Context: an optimization exercise on an open-source flow, tuned for small area, a short achievable clock period and few clock cycles per item. The choices shown serve that exercise and are no tape-out recipe. In this exercise RTL edits were held to simulation tests only and were not proved equivalent to the original. No activity file was given, so power comes from the tool's default toggle rates.

===== design/flow/config.mk =====
export PLATFORM = sky130hd
export DESIGN_NAME = cpu6502_load_store_core
export DESIGN_NICKNAME = cpu6502_load_store_core
export VERILOG_FILES = /design/flow/design.v
export SDC_FILE = /design/flow/constraint.sdc
export NUM_CORES = 4
export LEC_CHECK = 0
export CAP_MARGIN = 20
export CORE_MARGIN = 2
export CORE_UTILIZATION = 40
export PLACE_DENSITY = 0.6
export SLEW_MARGIN = 20

===== design/flow/constraint.sdc =====
create_clock -name core_clock -period 5.0 [get_ports {clk_i}]
set_input_delay 1.0000 -clock core_clock [delete_from_list [all_inputs] [get_ports {clk_i}]]
set_output_delay 1.0000 -clock core_clock [all_outputs]
set_load 0.01 [all_outputs]

===== design/flow/design.v =====
`default_nettype none
module cpu6502_load_store_core (
  input  wire           clk_i,
  input  wire           rst_ni,
  input  wire           in_valid_i,
  output logic          in_ready_o,
  input  wire  [1:0]    in_kind_i,
  input  wire  [7:0]    in_read_data_i,
  output logic          out_valid_o,
  input  wire           out_ready_i,
  output logic [15:0]   out_bus_address_o,
  output logic          out_bus_write_o,
  output logic [7:0]    out_write_data_o,
  output logic          out_at_boundary_o,
  output logic [3:0]    out_cycle_count_o,
  output logic          out_illegal_opcode_o,
  output logic [7:0]    out_reg_a_o,
  output logic [7:0]    out_reg_x_o,
  output logic [7:0]    out_reg_y_o,
  output logic [7:0]    out_reg_sp_o,
  output logic [7:0]    out_reg_status_o,
  output logic [15:0]   out_reg_pc_o
);
  localparam logic [15:0] VecReset  = 16'hFFFC;
  localparam logic [15:0] VecIrq    = 16'hFFFE;
  localparam logic [15:0] VecNmi    = 16'hFFFA;
  localparam logic [7:0]  StackHi   = 8'h01;
  localparam logic [7:0]  SpReset   = 8'hFD;
  localparam logic [7:0]  FlagN     = 8'h80;
  localparam logic [7:0]  FlagU     = 8'h20;
  localparam logic [7:0]  FlagB     = 8'h10;
  localparam logic [7:0]  FlagI     = 8'h04;
  localparam logic [7:0]  FlagZ     = 8'h02;
  typedef enum logic [1:0] {
    KIND_DONE = 2'd0,
    KIND_IRQ  = 2'd1,
    KIND_NMI  = 2'd2,
    KIND_RST  = 2'd3
  } kind_e;
  typedef enum logic [3:0] {
    M_IMP, M_IMM, M_ZP, M_ZPX, M_ZPY, M_ABS, M_ABX, M_ABY, M_IDX, M_IDY, M_STK
  } mode_e;
  typedef enum logic [3:0] {
    O_LDA, O_LDX, O_LDY, O_STA, O_STX, O_STY, O_TAX, O_TAY, O_TXA, O_TYA,
    O_TSX, O_TXS, O_PHA, O_PHP, O_PLA, O_PLP
  } oper_e;
  typedef enum logic [3:0] {
    P_RST_LO, P_RST_HI, P_FETCH, P_OPER, P_ABS_HI, P_PTR_LO, P_PTR_HI, P_DATA,
    P_INT_PCH, P_INT_PCL, P_INT_P, P_INT_VLO, P_INT_VHI
  } phase_e;
  typedef struct packed {
    logic       valid;
    mode_e      mode;
    oper_e      oper;
    logic [3:0] cyc;
  } op_entry_t;
  function automatic op_entry_t decode(input logic [7:0] op);
    op_entry_t e;
    e.valid = 1'b1; e.mode = M_IMP; e.oper = O_LDA; e.cyc = 4'd2;
    unique case (op)
      8'hA9: begin e.valid = 1'b1; e.mode = M_IMM; e.oper = O_LDA; e.cyc = 4'd2; end
      8'hA5: begin e.valid = 1'b1; e.mode = M_ZP;  e.oper = O_LDA; e.cyc = 4'd3; end
      8'hB5: begin e.valid = 1'b1; e.mode = M_ZPX; e.oper = O_LDA; e.cyc = 4'd4; end
      8'hAD: begin e.valid = 1'b1; e.mode = M_ABS; e.oper = O_LDA; e.cyc = 4'd4; end
      8'hBD: begin e.valid = 1'b1; e.mode = M_ABX; e.oper = O_LDA; e.cyc = 4'd4; end
      8'hB9: begin e.valid = 1'b1; e.mode = M_ABY; e.oper = O_LDA; e.cyc = 4'd4; end
      8'hA1: begin e.valid = 1'b1; e.mode = M_IDX; e.oper = O_LDA; e.cyc = 4'd6; end
      8'hB1: begin e.valid = 1'b1; e.mode = M_IDY; e.oper = O_LDA; e.cyc = 4'd5; end
      8'hA2: begin e.valid = 1'b1; e.mode = M_IMM; e.oper = O_LDX; e.cyc = 4'd2; end
      8'hA6: begin e.valid = 1'b1; e.mode = M_ZP;  e.oper = O_LDX; e.cyc = 4'd3; end
      8'hB6: begin e.valid = 1'b1; e.mode = M_ZPY; e.oper = O_LDX; e.cyc = 4'd4; end
      8'hAE: begin e.valid = 1'b1; e.mode = M_ABS; e.oper = O_LDX; e.cyc = 4'd4; end
      8'hBE: begin e.valid = 1'b1; e.mode = M_ABY; e.oper = O_LDX; e.cyc = 4'd4; end
      8'hA0: begin e.valid = 1'b1; e.mode = M_IMM; e.oper = O_LDY; e.cyc = 4'd2; end
      8'hA4: begin e.valid = 1'b1; e.mode = M_ZP;  e.oper = O_LDY; e.cyc = 4'd3; end
      8'hB4: begin e.valid = 1'b1; e.mode = M_ZPX; e.oper = O_LDY; e.cyc = 4'd4; end
      8'hAC: begin e.valid = 1'b1; e.mode = M_ABS; e.oper = O_LDY; e.cyc = 4'd4; end
      8'hBC: begin e.valid = 1'b1; e.mode = M_ABX; e.oper = O_LDY; e.cyc = 4'd4; end
      8'h85: begin e.valid = 1'b1; e.mode = M_ZP;  e.oper = O_STA; e.cyc = 4'd3; end
      8'h95: begin e.valid = 1'b1; e.mode = M_ZPX; e.oper = O_STA; e.cyc = 4'd4; end
      8'h8D: begin e.valid = 1'b1; e.mode = M_ABS; e.oper = O_STA; e.cyc = 4'd4; end
      8'h9D: begin e.valid = 1'b1; e.mode = M_ABX; e.oper = O_STA; e.cyc = 4'd5; end
      8'h99: begin e.valid = 1'b1; e.mode = M_ABY; e.oper = O_STA; e.cyc = 4'd5; end
      8'h81: begin e.valid = 1'b1; e.mode = M_IDX; e.oper = O_STA; e.cyc = 4'd6; end
      8'h91: begin e.valid = 1'b1; e.mode = M_IDY; e.oper = O_STA; e.cyc = 4'd6; end
      8'h86: begin e.valid = 1'b1; e.mode = M_ZP;  e.oper = O_STX; e.cyc = 4'd3; end
      8'h96: begin e.valid = 1'b1; e.mode = M_ZPY; e.oper = O_STX; e.cyc = 4'd4; end
      8'h8E: begin e.valid = 1'b1; e.mode = M_ABS; e.oper = O_STX; e.cyc = 4'd4; end
      8'h84: begin e.valid = 1'b1; e.mode = M_ZP;  e.oper = O_STY; e.cyc = 4'd3; end
      8'h94: begin e.valid = 1'b1; e.mode = M_ZPX; e.oper = O_STY; e.cyc = 4'd4; end
      8'h8C: begin e.valid = 1'b1; e.mode = M_ABS; e.oper = O_STY; e.cyc = 4'd4; end
      8'hAA: begin e.valid = 1'b1; e.mode = M_IMP; e.oper = O_TAX; e.cyc = 4'd2; end
      8'hA8: begin e.valid = 1'b1; e.mode = M_IMP; e.oper = O_TAY; e.cyc = 4'd2; end
      8'h8A: begin e.valid = 1'b1; e.mode = M_IMP; e.oper = O_TXA; e.cyc = 4'd2; end
      8'h98: begin e.valid = 1'b1; e.mode = M_IMP; e.oper = O_TYA; e.cyc = 4'd2; end
      8'hBA: begin e.valid = 1'b1; e.mode = M_IMP; e.oper = O_TSX; e.cyc = 4'd2; end
      8'h9A: begin e.valid = 1'b1; e.mode = M_IMP; e.oper = O_TXS; e.cyc = 4'd2; end
      8'h48: begin e.valid = 1'b1; e.mode = M_STK; e.oper = O_PHA; e.cyc = 4'd3; end
      8'h08: begin e.valid = 1'b1; e.mode = M_STK; e.oper = O_PHP; e.cyc = 4'd3; end
      8'h68: begin e.valid = 1'b1; e.mode = M_STK; e.oper = O_PLA; e.cyc = 4'd4; end
      8'h28: begin e.valid = 1'b1; e.mode = M_STK; e.oper = O_PLP; e.cyc = 4'd4; end
      default: e.valid = 1'b0;
    endcase
    decode = e;
  endfunction
  logic [15:0] pc_q, pc_d;
  logic [7:0]  a_q, a_d, x_q, x_d, y_q, y_d, sp_q, sp_d, p_q, p_d, op_q, op_d;
  phase_e      ph_q;
  phase_e      ph_d;
  logic [15:0] ea_q, ea_d, ba_q, ba_d;
  logic        pcx_q, pcx_d;
  logic [15:0] adr_q, adr_d;
  logic        wr_q, wr_d;
  logic [7:0]  wd_q, wd_d;
  logic        ov_q;
  logic        bnd_q, bnd_d, ill_q, ill_d;
  logic [3:0]  cyc_q, cyc_d;
  logic        take;
  assign in_ready_o = !ov_q || out_ready_i;
  assign take       = in_valid_i && in_ready_o;
  op_entry_t e_cur;
  op_entry_t e_new;
  logic [7:0]  d;
  logic [15:0] t, stk;
  assign d     = in_read_data_i;
  assign e_cur = decode(op_q);
  assign e_new = decode(d);
  assign stk   = {StackHi, sp_q};
  function automatic logic [7:0] nz(input logic [7:0] s, input logic [7:0] v);
    logic [7:0] r;
    r = (s & ~(FlagN | FlagZ)) | (v & FlagN);
    if (v == 8'h00) r = r | FlagZ;
    nz = r;
  endfunction
  logic [7:0] sp1;
  always_comb begin
    pc_d = pc_q; a_d = a_q; x_d = x_q; y_d = y_q; sp_d = sp_q; p_d = p_q; op_d = op_q;
    ph_d = ph_q; ea_d = ea_q; ba_d = ba_q; pcx_d = pcx_q;
    adr_d = adr_q; wr_d = wr_q; wd_d = wd_q;
    bnd_d = 1'b0; cyc_d = 4'd0; ill_d = 1'b0;
    t = 16'h0000; sp1 = 8'h00;
    unique case (in_kind_i)
      KIND_RST: begin
        a_d = 8'h00; x_d = 8'h00; y_d = 8'h00; sp_d = SpReset; p_d = 8'h00;
        ph_d = P_RST_LO; adr_d = VecReset; wr_d = 1'b0; wd_d = 8'h00;
      end
      KIND_IRQ, KIND_NMI: begin
        if (ph_q == P_FETCH && (in_kind_i == KIND_NMI || (p_q & FlagI) == 8'h00)) begin
          ba_d = (in_kind_i == KIND_NMI) ? VecNmi : VecIrq;
          ph_d = P_INT_PCH; adr_d = stk; wr_d = 1'b1; wd_d = pc_q[15:8];
        end
      end
      default: begin
        unique case (ph_q)
          P_RST_LO: begin
            ea_d = {8'h00, d}; ph_d = P_RST_HI; adr_d = VecReset + 16'd1; wr_d = 1'b0;
            wd_d = 8'h00;
          end
          P_RST_HI: begin
            pc_d = {d, ea_q[7:0]}; bnd_d = 1'b1; cyc_d = 4'd8;
            ph_d = P_FETCH; adr_d = pc_d; wr_d = 1'b0; wd_d = 8'h00;
          end
          P_FETCH: begin
            op_d = d; pc_d = pc_q + 16'd1; pcx_d = 1'b0; wr_d = 1'b0; wd_d = 8'h00;
            adr_d = pc_d;
            if (!e_new.valid) begin
              bnd_d = 1'b1; cyc_d = 4'd2; ill_d = 1'b1;
            end else if (e_new.mode == M_IMP) begin
              unique case (e_new.oper)
                O_TAX:   begin x_d = a_q;  p_d = nz(p_q, a_q);  end
                O_TAY:   begin y_d = a_q;  p_d = nz(p_q, a_q);  end
                O_TXA:   begin a_d = x_q;  p_d = nz(p_q, x_q);  end
                O_TYA:   begin a_d = y_q;  p_d = nz(p_q, y_q);  end
                O_TSX:   begin x_d = sp_q; p_d = nz(p_q, sp_q); end
                default: sp_d = x_q;
              endcase
              bnd_d = 1'b1; cyc_d = e_new.cyc;
            end else if (e_new.mode == M_STK) begin
              ph_d = P_DATA;
              if (e_new.oper == O_PHA) begin
                adr_d = stk; wr_d = 1'b1; wd_d = a_q;
              end else if (e_new.oper == O_PHP) begin
                adr_d = stk; wr_d = 1'b1; wd_d = p_q;
              end else begin
                sp1 = sp_q + 8'd1; sp_d = sp1; adr_d = {StackHi, sp1};
              end
            end else if (e_new.mode == M_IMM) begin
              ea_d = pc_d; pc_d = pc_q + 16'd2; ph_d = P_DATA; adr_d = ea_d;
            end else begin
              ph_d = P_OPER;
            end
          end
          P_OPER: begin
            pc_d = pc_q + 16'd1; wr_d = 1'b0; wd_d = 8'h00;
            if (!e_cur.valid) begin
              ph_d = P_FETCH; adr_d = pc_d;
            end else begin
              unique case (e_cur.mode)
                M_ZP:  begin ea_d = {8'h00, d}; ph_d = P_DATA; end
                M_ZPX: begin ea_d = {8'h00, d + x_q}; ph_d = P_DATA; end
                M_ZPY: begin ea_d = {8'h00, d + y_q}; ph_d = P_DATA; end
                M_IDX: begin ba_d = {8'h00, d + x_q}; ph_d = P_PTR_LO; end
                M_IDY: begin ba_d = {8'h00, d}; ph_d = P_PTR_LO; end
                default: begin ba_d = {8'h00, d}; ph_d = P_ABS_HI; end
              endcase
              if (ph_d == P_PTR_LO) adr_d = ba_d;
              else if (ph_d == P_ABS_HI) adr_d = pc_d;
              else adr_d = ea_d;
            end
          end
          P_ABS_HI: begin
            pc_d = pc_q + 16'd1; wr_d = 1'b0; wd_d = 8'h00;
            if (!e_cur.valid) begin
              ph_d = P_FETCH; adr_d = pc_d;
            end else begin
              t = {d, ba_q[7:0]};
              if (e_cur.mode == M_ABX) ea_d = t + {8'h00, x_q};
              else if (e_cur.mode == M_ABY) ea_d = t + {8'h00, y_q};
              else ea_d = t;
              pcx_d = (ea_d[15:8] != t[15:8]);
              ph_d = P_DATA; adr_d = ea_d;
            end
          end
          P_PTR_LO: begin
            ea_d = {8'h00, d}; ph_d = P_PTR_HI; wr_d = 1'b0; wd_d = 8'h00;
            adr_d = {8'h00, ba_q[7:0] + 8'd1};
          end
          P_PTR_HI: begin
            wr_d = 1'b0; wd_d = 8'h00;
            if (!e_cur.valid) begin
              ph_d = P_FETCH; adr_d = pc_q;
            end else begin
              t = {d, ea_q[7:0]};
              ea_d = t;
              if (e_cur.mode == M_IDY) begin
                ea_d = t + {8'h00, y_q};
                pcx_d = (ea_d[15:8] != t[15:8]);
              end
              ph_d = P_DATA; adr_d = ea_d;
            end
          end
          P_DATA: begin
            if (e_cur.valid) begin
              unique case (e_cur.oper)
                O_LDA, O_PLA: begin a_d = d; p_d = nz(p_q, d); end
                O_LDX:        begin x_d = d; p_d = nz(p_q, d); end
                O_LDY:        begin y_d = d; p_d = nz(p_q, d); end
                O_PLP:        p_d = d;
                O_PHA, O_PHP: sp_d = sp_q - 8'd1;
                default:      ;
              endcase
              cyc_d = e_cur.cyc;
              if (!(e_cur.oper == O_STA || e_cur.oper == O_STX || e_cur.oper == O_STY)
                  && pcx_q) cyc_d = e_cur.cyc + 4'd1;
            end
            bnd_d = 1'b1; ph_d = P_FETCH; adr_d = pc_q; wr_d = 1'b0; wd_d = 8'h00;
          end
          P_INT_PCH: begin
            sp_d = sp_q - 8'd1; ph_d = P_INT_PCL;
            adr_d = {StackHi, sp_d}; wr_d = 1'b1; wd_d = pc_q[7:0];
          end
          P_INT_PCL: begin
            sp_d = sp_q - 8'd1;
            p_d = p_q | FlagI | FlagU;
            if (ba_q == VecNmi) p_d = p_d & ~FlagB;
            else p_d = p_d | FlagB;
            ph_d = P_INT_P; adr_d = {StackHi, sp_d}; wr_d = 1'b1; wd_d = p_d;
          end
          P_INT_P: begin
            sp_d = sp_q - 8'd1; ph_d = P_INT_VLO; adr_d = ba_q; wr_d = 1'b0; wd_d = 8'h00;
          end
          P_INT_VLO: begin
            ea_d = {8'h00, d}; ph_d = P_INT_VHI; adr_d = ba_q + 16'd1;
            wr_d = 1'b0; wd_d = 8'h00;
          end
          P_INT_VHI: begin
            pc_d = {d, ea_q[7:0]}; bnd_d = 1'b1;
            cyc_d = (ba_q == VecNmi) ? 4'd8 : 4'd7;
            ph_d = P_FETCH; adr_d = pc_d; wr_d = 1'b0; wd_d = 8'h00;
          end
          default: begin
            ph_d = P_FETCH; adr_d = pc_q; wr_d = 1'b0; wd_d = 8'h00;
          end
        endcase
      end
    endcase
    if (in_kind_i == KIND_DONE && ph_d == P_DATA && ph_q != P_FETCH) begin
      unique case (e_cur.oper)
        O_STA:   begin wr_d = 1'b1; wd_d = a_q; end
        O_STX:   begin wr_d = 1'b1; wd_d = x_q; end
        O_STY:   begin wr_d = 1'b1; wd_d = y_q; end
        default: ;
      endcase
    end
    if (in_kind_i == KIND_DONE && ph_q == P_FETCH && e_new.valid && e_new.mode == M_IMM) begin
      unique case (e_new.oper)
        O_STA:   begin wr_d = 1'b1; wd_d = a_q; end
        O_STX:   begin wr_d = 1'b1; wd_d = x_q; end
        O_STY:   begin wr_d = 1'b1; wd_d = y_q; end
        default: ;
      endcase
    end
  end
  always_ff @(posedge clk_i or negedge rst_ni) begin
    if (!rst_ni) begin
      pc_q <= 16'h0000; a_q <= 8'h00; x_q <= 8'h00; y_q <= 8'h00; sp_q <= SpReset;
      p_q <= 8'h00; op_q <= 8'h00; ph_q <= P_RST_LO; ea_q <= 16'h0000; ba_q <= 16'h0000;
      pcx_q <= 1'b0; adr_q <= VecReset; wr_q <= 1'b0; wd_q <= 8'h00;
      ov_q <= 1'b0; bnd_q <= 1'b0; cyc_q <= 4'd0; ill_q <= 1'b0;
    end else begin
      if (take) begin
        pc_q <= pc_d; a_q <= a_d; x_q <= x_d; y_q <= y_d; sp_q <= sp_d; p_q <= p_d;
        op_q <= op_d; ph_q <= ph_d; ea_q <= ea_d; ba_q <= ba_d; pcx_q <= pcx_d;
        adr_q <= adr_d; wr_q <= wr_d; wd_q <= wd_d;
        bnd_q <= bnd_d; cyc_q <= cyc_d; ill_q <= ill_d;
        ov_q <= 1'b1;
      end else if (out_ready_i) begin
        ov_q <= 1'b0;
      end
    end
  end
  assign out_valid_o          = ov_q;
  assign out_bus_address_o    = adr_q;
  assign out_bus_write_o      = wr_q;
  assign out_write_data_o     = wr_q ? wd_q : 8'h00;
  assign out_at_boundary_o    = bnd_q;
  assign out_cycle_count_o    = cyc_q;
  assign out_illegal_opcode_o = ill_q;
  assign out_reg_a_o          = a_q;
  assign out_reg_x_o          = x_q;
  assign out_reg_y_o          = y_q;
  assign out_reg_sp_o         = sp_q;
  assign out_reg_status_o     = p_q;
  assign out_reg_pc_o         = pc_q;
endmodule
`default_nettype wire

===== design/flow/run.sh =====
#!/bin/bash
# synth_recipe.tcl (not shown) runs the flow's synth.tcl, then flattens the netlist and writes it again
# the make line also repeats each setting of config.mk as NAME=value (left out here)
make -C /OpenROAD-flow-scripts/flow DESIGN_CONFIG=/design/flow/config.mk WORK_HOME=/design/flow/orfs CLKGATE_MAP_FILE= SYNTH_SCRIPT=/design/flow/synth_recipe.tcl finish

==> run notes <==
Finish
Compared with the post-synthesis result, the final layout area differs by 16.6%. At the end of the flow, the number of nets in the layout was 1950. The most frequent standard cell in the layout excluding fill and tap cells is sky130_fd_sc_hd__nand2_1. In the final layout, flip-flops and latches occupy 3150 µm². In the final layout, the multi-input gates occupy 9700 µm². The total inserted antenna cells is 0. The post-route standard cell area excluding fillers is 15900 µm². The share of the core filled with cells in the final layout is 0.473. The fraction of final layout cells sized beyond drive strength 1 is 0.0940. The filler cell count in the final layout is 3431. The filler-free cell count of the finished design is 2342. In the layout the commonest cells are sky130_fd_sc_hd__nand2_1, sky130_fd_sc_hd__o21ai_0, sky130_fd_sc_hd__nor2_1, sky130_fd_sc_hd__a21oi_1, sky130_fd_sc_hd__dfrtp_1.

Critical path
The kind of cell adding the most delay to the critical path is simple AND/OR/NAND/NOR gates. The endpoint identified for the worst register-to-register timing path is p_q[7]$_DFFE_PN0P_. The maximum fanout along the worst path is 16. The cell with the largest stage delay on the worst path is sky130_fd_sc_hd__dfrtp_1. The endpoint kind of the worst setup timing path is a flip-flop. The worst path buffer plus inverter count is 1.

The endpoint required time on the critical path is 5.34 ns. The capture point of the worst path is p_q[7]$_DFFE_PN0P_. Counting cells, the worst reg-to-reg path comes to 8. Walking the worst path, the cells encountered are inv_1, nor3_4, a21oi_1, and3_1, a31oi_1, nor3b_1, nand2_1, mux2_1. The critical path's largest stage delay is 0.78 ns. The kind of start point of the critical path is a flip-flop. The critical path arrival is 4.44 ns. The worst setup path is of the flip-flop to flip-flop kind. In this run the number of cells on the critical path is 8. The startpoint identified for the worst register-to-register timing path is op_q[4]$_DFFE_PN0P_. For flop-to-flop paths, the worst setup slack is 0.90 ns.

The origin of the worst setup path is op_q[4]$_DFFE_PN0P_.

Routing
The number of DRC violations after detailed-routing iteration 0 is 2325. The routed layout has 16.3k vias. The number of nets with antenna violations after routing is 0. In the routed layout, each cell is associated on average with a via count of 6.94.

The aggregate routed wire length is 72900 µm. The DRC violations left is 0. The count of TritonRoute iterations in the first routing pass is 9. The mean routed wirelength per cell is 31.1 µm.

Floorplan
The initial utilization of the core area, before any placement, comes to 0.406. The area of the die is 35500 µm². The core region is 33500 µm². The floorplan has 67 rows. 103 I/O pins were placed. From bottom edge to top edge, the die measures 188 µm. The die is 188 µm wide.

Placement
The post-placement worst setup slack is 0.586 ns. The count of buffers inserted at the top-level ports is 102. Counting tap cells, the placed design contains a total of 2310 instances. The placed cell area is 15200 µm². The post-DP HPWL is 55100 µm.

The last weighted congestion value of the routability-driven placer is 1.03.

Clock network
The number of clock sinks is 125. CTS built an H-tree with a depth of 4. TritonCTS built the clock tree. The buffer cell driving the clock tree root is sky130_fd_sc_hd__clkbuf_16. The clock input transition at the sequential cells of the worst setup and hold paths is 0.07 ns.

The number of hold buffers added after CTS is 0. The total CTS buffers is 17. The worst-skew pair later-pin latency is 0.46 ns.

The number of gates resized after cts is 0. The deepest clock path buffer count is 2. The number of buffers inserted to repair setup after CTS is 0.

Power and ir drop
Power spread over the standard cell area amounts to 514 nW/µm². The part of the total power dissipated in combinational logic is 0.525. The net switching share of the total power is 0.519.

The internal power is 3.92 mW. For this design the static power due to leakage is 6.25 nW. The post-layout total power is 8.15 mW. The proportion of power drawn by flip-flops and latches is 0.295. The maximum resistive drop on vdd is 0.270 mV. The analysis attributes to net switching a power of 4.23 mW. The share of total power dissipated in the clock network is 0.179.

Synth
Among all flip-flop cells after synthesis, the most frequent one is sky130_fd_sc_hd__dfrtp_1. The cell count after synthesis is 1827. The number of library cell types mapped by synthesis is 88. The count of flip-flops with a built-in enable after synthesis is 0. The synthesized design spends more area on one cell type than any other, namely sky130_fd_sc_hd__dfrtp_1. In the post-synthesis netlist, the biggest area contributors are sky130_fd_sc_hd__dfrtp_1, sky130_fd_sc_hd__o21ai_0, sky130_fd_sc_hd__nand2_1, sky130_fd_sc_hd__a21oi_1, sky130_fd_sc_hd__ha_1.

The part of the Yosys area used for sequential elements is 0.232. The post-synthesis async set-or-reset flop share is 1.00. For this run, the number of Yosys warnings is 1. The area share of the largest cell type after synthesis is 0.191. After synthesis, the mean cell area works out to 7.45 µm². The post-synthesis net count is 1896. The post-synth design cell area is 13600 µm². The synthesized design contains 125 register bits.

STA
The worst pin sits at a relative slew slack of 0.282. The total count of max-transition violations in the final report was 0. The time the worst path needs with I/O delays and setup is 4.10 ns. For the pin with the worst max-slew slack, the measured transition is 1.07 ns. The setup total negative slack is 0 ns. The final hold slack is 0.494 ns.

Setup violations remaining at the end of the flow were counted as 0. The clock arrives with 0.0130 ns of skew. Based on the critical path, the design can be clocked at up to 244 MHz.

Setup repair after global routing left no endpoint under its margin. The final hold violation count is 0. In the finished design, the share of the clock period the worst path needs comes to 0.819. Setup slack closes at 0.903 ns.

GRT
The number of global-route vias before repair is 15.2k. For met3 alone, demand over resource in global routing was 0.0939. After global routing the overflow that remains totals 0.

In the global route stage, met2 resource usage came out at 0.631. The first global-routing pass estimated 106000 µm of wire. The largest net degree at the start of global routing is 66. In this run the most used layer during global routing was met2.

The total track usage is 0.406. For this run, global-route usage on met1 was measured as 0.534. The number of antenna violations at the first check in global routing is 1.

Job
The reported max-cap violation count is 0.

Status
The flow ran to the end and the layout has no timing, DRC or antenna violations.

Hold path
The worst min-delay path class is flip-flop to flip-flop.
[layer usage]
metal,up-vias,part of all wire,routed length [µm]
li1,6995,-,-
met2,1103,0.44,32100
met3,231,0.10,7580
met1,7931,0.41,29500
met5,-,0.00018,13
met4,2,0.051,3720
[logic make-up after synthesis]
family,synth area share
fa+ha+maj,0.0541
buf+inv,0.0564
xor+xnor,0.0496
simple gates,0.228
compound gates,0.321
mux,0.0590
flops,0.232
[worst reg2reg max path: stages (launching register included)]
cell and delay (ns):
sky130_fd_sc_hd__dfrtp_1 0.78, sky130_fd_sc_hd__inv_1 0.40, sky130_fd_sc_hd__nor3_4 0.59, sky130_fd_sc_hd__a21oi_1 0.13, sky130_fd_sc_hd__and3_1 0.48, sky130_fd_sc_hd__a31oi_1 0.51
sky130_fd_sc_hd__nor3b_1 0.62, sky130_fd_sc_hd__nand2_1 0.13, sky130_fd_sc_hd__mux2_1 0.34
[sequential cells by signal, summed over array words and instances, names as in the netlist, 4 cells and up]
register and count:
adr_q 16, ba_q 16, pc_q 16, a_q 8
ea_q 8, op_q 8, p_q 8, sp_q 8
wd_q 8, x_q 8, y_q 8, cyc_q 4
ph_q 4
[layout make-up]
class                      instances  area share
inverter                          46      0.0109
timing repair buffer             178       0.102
multi-input combinational       1513       0.611
clock buffer                      20      0.0294
clock inverter                    12      0.0120
sequential                       125       0.199
tap                              448      0.0353
[power by group through the flow]
stage,clock network (mW),logic (mW),registers (mW)
floorplan,0,2.84,1.77
global placement,0,4.13,2.36
detailed placement,0,4.13,2.36
CTS,1.46,4.15,2.34
global route,1.51,4.59,2.42
finish,1.46,4.28,2.41
[synthesized netlist by cell type (10+ instances only)]
library cell / n
sky130_fd_sc_hd__a211oi_1: 29
sky130_fd_sc_hd__nor3b_1: 10
sky130_fd_sc_hd__xnor2_1: 45
sky130_fd_sc_hd__ha_1: 50
sky130_fd_sc_hd__a22oi_1: 11
sky130_fd_sc_hd__nand3_1: 62
sky130_fd_sc_hd__mux2_2: 28
sky130_fd_sc_hd__dfstp_2: 21
sky130_fd_sc_hd__and2_1: 17
sky130_fd_sc_hd__nand2_1: 207
sky130_fd_sc_hd__o21a_1: 10
sky130_fd_sc_hd__nor2b_1: 17
sky130_fd_sc_hd__o211ai_1: 32
sky130_fd_sc_hd__o221ai_1: 19
sky130_fd_sc_hd__buf_2: 18
sky130_fd_sc_hd__nand2b_1: 18
sky130_fd_sc_hd__mux2i_1: 42
sky130_fd_sc_hd__a31oi_1: 28
sky130_fd_sc_hd__o22ai_1: 28
sky130_fd_sc_hd__nor2_1: 152
sky130_fd_sc_hd__nand4_1: 22
sky130_fd_sc_hd__a21oi_1: 137
sky130_fd_sc_hd__nor3_1: 55
sky130_fd_sc_hd__dfrtp_1: 104
sky130_fd_sc_hd__a22o_1: 20
sky130_fd_sc_hd__xor2_1: 32
sky130_fd_sc_hd__a221oi_1: 25
sky130_fd_sc_hd__o21ai_0: 166
sky130_fd_sc_hd__clkbuf_1: 110
sky130_fd_sc_hd__a21o_1: 17
sky130_fd_sc_hd__o31ai_1: 13
sky130_fd_sc_hd__inv_1: 44
sky130_fd_sc_hd__nor4_1: 16
sky130_fd_sc_hd__o2111ai_1: 13
sky130_fd_sc_hd__and3_1: 14
[worst min-delay path by stage]
stage                          from                   end  slack (ns)  cells after the start
2_1_floorplan   wd_q[4]$_DFFE_PN0P_   wd_q[4]$_DFFE_PN0P_        0.46                      2
3_3_place_gp   adr_q[8]$_DFFE_PN1P_  adr_q[8]$_DFFE_PN1P_        0.47                      2
3_5_place_dp   adr_q[8]$_DFFE_PN1P_  adr_q[8]$_DFFE_PN1P_        0.48                      2
4_1_cts        adr_q[8]$_DFFE_PN1P_  adr_q[8]$_DFFE_PN1P_        0.49                      2
5_1_grt        adr_q[8]$_DFFE_PN1P_  adr_q[8]$_DFFE_PN1P_        0.52                      2
6_report       adr_q[8]$_DFFE_PN1P_  adr_q[8]$_DFFE_PN1P_        0.49                      2
Testbench counts, summed over its fixed seeds: cycles 32,008, beats 32,000.

[static timing again, ports no longer ideal]
How much do the figures lean on ideal ports? The routed layout below was timed once more, with nothing changed but the port constraints.
Step 1: set_driving_cell puts a clkbuf_16 on clk_i and a buf_2 on each other input, an assumption about the parent block.
Step 2, shift: input delay + t, output delay - t, t = (earliest + latest rising clock arrival at the registers) / 2. This alone moves slack from input paths to output paths.
a / b / c = no drivers / after step 1 / after step 2; a / b = the first two.
shift t [ns]: 0.511
setup WS [ns]: 0.903 / 0.903 / 0.479
clock arrival spread, ns: 0.014 / 0.014
After both steps setup and hold are still met in this run. For this run, drivers alone change the setup slack by 0.000 ns; drivers and shift together by -0.424 ns.
